This design comes from an exercise in tuning for small area on the open sky130 flow, not from production work.
At most, simulation tests tie the RTL to the original design; equivalence was not proved.

==> flow/design.v (excerpt) <==
module window_mult_pipe #(
  parameter int K   = 3,
  parameter int NI  = 8,
  parameter int NF  = 8,
  parameter int LAT = 2,
  parameter int CW  = 5
) (
  input  logic                            clk,
  input  logic                            rst_n,
  input  logic                            in_valid,
  output logic                            in_ready,
  input  logic                            sgn_i,
  input  logic [K*K*NI-1:0]               i_flat,
  input  logic [K*K*NF-1:0]               f_flat,
  input  logic [CW-1:0]                   row_in,
  input  logic [CW-1:0]                   col_in,
  input  logic                            done_in,
  output logic                            out_valid,
  input  logic                            out_ready,
  output logic [K*K*(NI+NF)-1:0]          d_flat,
  output logic [CW-1:0]                   row_out,
  output logic [CW-1:0]                   col_out,
  output logic                            done_out,
  ...
Size in the first run: about 2,300 cells after synthesis, about 340 I/O pins, about 33,000 µm² of cells after synthesis.
export LEC_CHECK = 0
export CAP_MARGIN = 0
export CORE_MARGIN = 2
export CORE_UTILIZATION = 76
export PLACE_DENSITY = 0.86
export SLEW_MARGIN = 0
export SYNTH_HIERARCHICAL = 1
create_clock -name core_clock -period 6.5 [get_ports {clk}]
standard.sh (not shown) runs the stock make flow with config.mk's settings and CLKGATE_MAP_FILE= SYNTH_SCRIPT=/design/flow/synth_recipe.tcl, a recipe that flattens the netlist after the stock synthesis.
==> flow/flow/run.sh <==
#!/bin/bash
# The standard layout, with the port buffers made of the smallest buffer and a clock tree
# without dummy loads. Each tool's output goes to orfs/logs; make's own output to flow_make.log.
set -euo pipefail
bash standard.sh \
  "BUFFER_PORTS_ARGS=-buffer_cell sky130_fd_sc_hd__buf_1" \
  "CTS_ARGS=-sink_clustering_enable -repair_clock_nets -dont_use_dummy_load -sink_clustering_size 18 -sink_clustering_max_diameter 60 -buf_list {sky130_fd_sc_hd__clkbuf_8}" \
  finish > flow_make.log 2>&1
The baseline went through all stages and came out clean.
Change:
--- a/flow/config.mk
+++ b/flow/config.mk
@@ -7,3 +7,4 @@
 export LEC_CHECK = 0
-export CAP_MARGIN = 0
+export ABC_CLOCK_PERIOD_IN_PS = 2000
+export CAP_MARGIN = 20
 export CORE_MARGIN = 2
@@ -11,3 +12,3 @@
 export PLACE_DENSITY = 0.86
-export SLEW_MARGIN = 0
+export SLEW_MARGIN = 20
 export SYNTH_HIERARCHICAL = 1
After rerunning:
- fmax stays the same
- global-route usage does not change
- design area is unchanged
- setup slack is unchanged
- count of clock-buffer cells in the layout is unchanged
- critical path depth stays the same
- synthesized cell count does not change
- clock skew does not change
- non-clock buffer count is unchanged

* * *

P:
window_mult_pipe, a different RTL version from the one above (not shown whole).
Size: about 2400 cells after synthesis, roughly 340 I/O pins.
Design window_mult_pipe, start of the top module:
module window_mult_pipe #(
  parameter int K   = 3,
  parameter int NI  = 8,
  parameter int NF  = 8,
  parameter int LAT = 2,
  parameter int CW  = 5
) (
  input  logic                            clk,
  input  logic                            rst_n,
  input  logic                            in_valid,
  output logic                            in_ready,
  input  logic                            sgn_i,
  input  logic [K*K*NI-1:0]               i_flat,
  input  logic [K*K*NF-1:0]               f_flat,
  input  logic [CW-1:0]                   row_in,
  input  logic [CW-1:0]                   col_in,
  input  logic                            done_in,
  output logic                            out_valid,
  input  logic                            out_ready,
  output logic [K*K*(NI+NF)-1:0]          d_flat,
  output logic [CW-1:0]                   row_out,
  output logic [CW-1:0]                   col_out,
  output logic                            done_out,
  output logic [NI+NF+$clog2(K*K)-1:0]    sum_o
);
Settings: LEC_CHECK=0, CAP_MARGIN=20, CORE_MARGIN=2, CORE_UTILIZATION=60, PLACE_DENSITY=0.72, SLEW_MARGIN=20, SYNTH_HIERARCHICAL=1; clock period 6.5 ns.
Scripts as last shown in full above: flow/flow/run.sh
--- input diff P..T ---
-- flow/flow/run.sh --
<<< P, line 7
  "CTS_ARGS=-sink_clustering_enable -repair_clock_nets -dont_use_dummy_load -sink_clustering_size 18 -sink_clustering_max_diameter 60 -buf_list {sky130_fd_sc_hd__clkbuf_8}" \
>>> T, line 7
  "CTS_ARGS=-sink_clustering_enable -repair_clock_nets -dont_use_dummy_load -sink_clustering_size 30 -sink_clustering_max_diameter 80 -buf_list {sky130_fd_sc_hd__clkbuf_8 sky130_fd_sc_hd__clkbuf_16}" \
### Flow results
Relative to P, the number of buffers added by the clock tree synthesis step measured on T has decreased by more than a quarter.
Number of clock buffers in the layout (lower): T
| cell area | lower: P |
Comparing T and P, final clock period utilization by the worst path is higher on P.
Of T and P, the run reporting the higher area added between synthesis and finish was T.
Compared to P, T has total global routing track utilization 0.20 points lower.
Going from P to T, non-clock buffer count grew slightly.
Reported for T and P, count of multi-input combinational gates turned out identical to the last digit.
Function was not checked in any run of this note: the RTL went through the layout flow alone.

* * *

Another version of the RTL of window_mult_pipe (not shown whole).
For scale: about 2400 cells after synthesis, roughly 34000 µm² of cells after synthesis.
export LEC_CHECK = 0
export CAP_MARGIN = 20
export CORE_MARGIN = 2
export CORE_UTILIZATION = 60
export PLACE_DENSITY = 0.72
export SLEW_MARGIN = 20
export SYNTH_HIERARCHICAL = 1
create_clock -name core_clock -period 6.5 [get_ports {clk}]
==> flow/flow/run.sh <==
#!/bin/bash
# The standard layout, with the port buffers made of the smallest buffer and a clock tree
# without dummy loads. Each tool's output goes to orfs/logs; make's own output to flow_make.log.
set -euo pipefail
bash standard.sh \
  "BUFFER_PORTS_ARGS=-buffer_cell sky130_fd_sc_hd__buf_1" \
  "CTS_ARGS=-sink_clustering_enable -repair_clock_nets -dont_use_dummy_load -sink_clustering_size 24 -sink_clustering_max_diameter 80 -buf_list {sky130_fd_sc_hd__clkbuf_8 sky130_fd_sc_hd__clkbuf_16}" \
  finish > flow_make.log 2>&1
The baseline went through all stages and came out clean.
Change:
==> flow/flow/run.sh (replaced) <==
#!/bin/bash
# The standard layout, with the port buffers made of the smallest buffer and a clock tree
# without dummy loads. Each tool's output goes to orfs/logs; make's own output to flow_make.log.
set -euo pipefail
bash standard.sh \
  "BUFFER_PORTS_ARGS=-buffer_cell sky130_fd_sc_hd__buf_1" \
  "CTS_ARGS=-sink_clustering_enable -repair_clock_nets -dont_use_dummy_load -buf_list {sky130_fd_sc_hd__clkbuf_4 sky130_fd_sc_hd__clkbuf_8}" \
  finish > flow_make.log 2>&1
- CORE_UTILIZATION: 60 -> 40
- PLACE_DENSITY: 0.72 -> default
The new run finished with timing, DRC and antenna clean.
Non-clock buffer count rises by 20.
Sequential share of layout area decreases by 0.99 points.
Worst setup slack got worse by 0.052 ns.
Cell area went up by 2.7%.
Core utilization fell by 21 points.
Maximum frequency drops by about 0.8%.
Function was not checked in any run of this note: the RTL went through the layout flow alone.

==> separate check: timing with driven ports <==
No port has a modelled driver above. Below, the same layouts with a new extraction and two added sets of constraints. Step 1 (the two cells are an assumption about what drives the block):
set clk [get_ports {clk}]
set_driving_cell -lib_cell sky130_fd_sc_hd__clkbuf_16 $clk
set_driving_cell -lib_cell sky130_fd_sc_hd__buf_2 [delete_from_list [all_inputs] $clk]
Step 2 times the ports against the registers' clock, not the clock port: input delays grow and output delays shrink by t, the midpoint of the rising clock arrivals with the driver on. Slacks: no drivers / after step 1 / after step 2; pairs: no drivers / after step 1.
run	t, ns	setup slack, ns	worst setup path at the end	latest minus earliest clock arrival (ns)	cell pins on the clock port's net
the first run of note 1	0.667	0.143 / 0.088 / 0.600	register to register	0.090 / 0.090	1
the second run of note 1	0.667	0.143 / 0.088 / 0.600	register to register	0.090 / 0.090	1
P	0.686	0.138 / 0.138 / 0.138	register to register	0.067 / 0.068	1
T	0.678	0.157 / 0.157 / 0.157	register to register	0.080 / 0.080	1
the first run of note 3	0.613	0.110 / 0.049 / 0.144	register to register	0.060 / 0.060	1
the second run of note 3	0.736	0.058 / -0.006 / 0.143	register to register	0.063 / 0.063	1
After both steps every run listed still meets setup and hold.
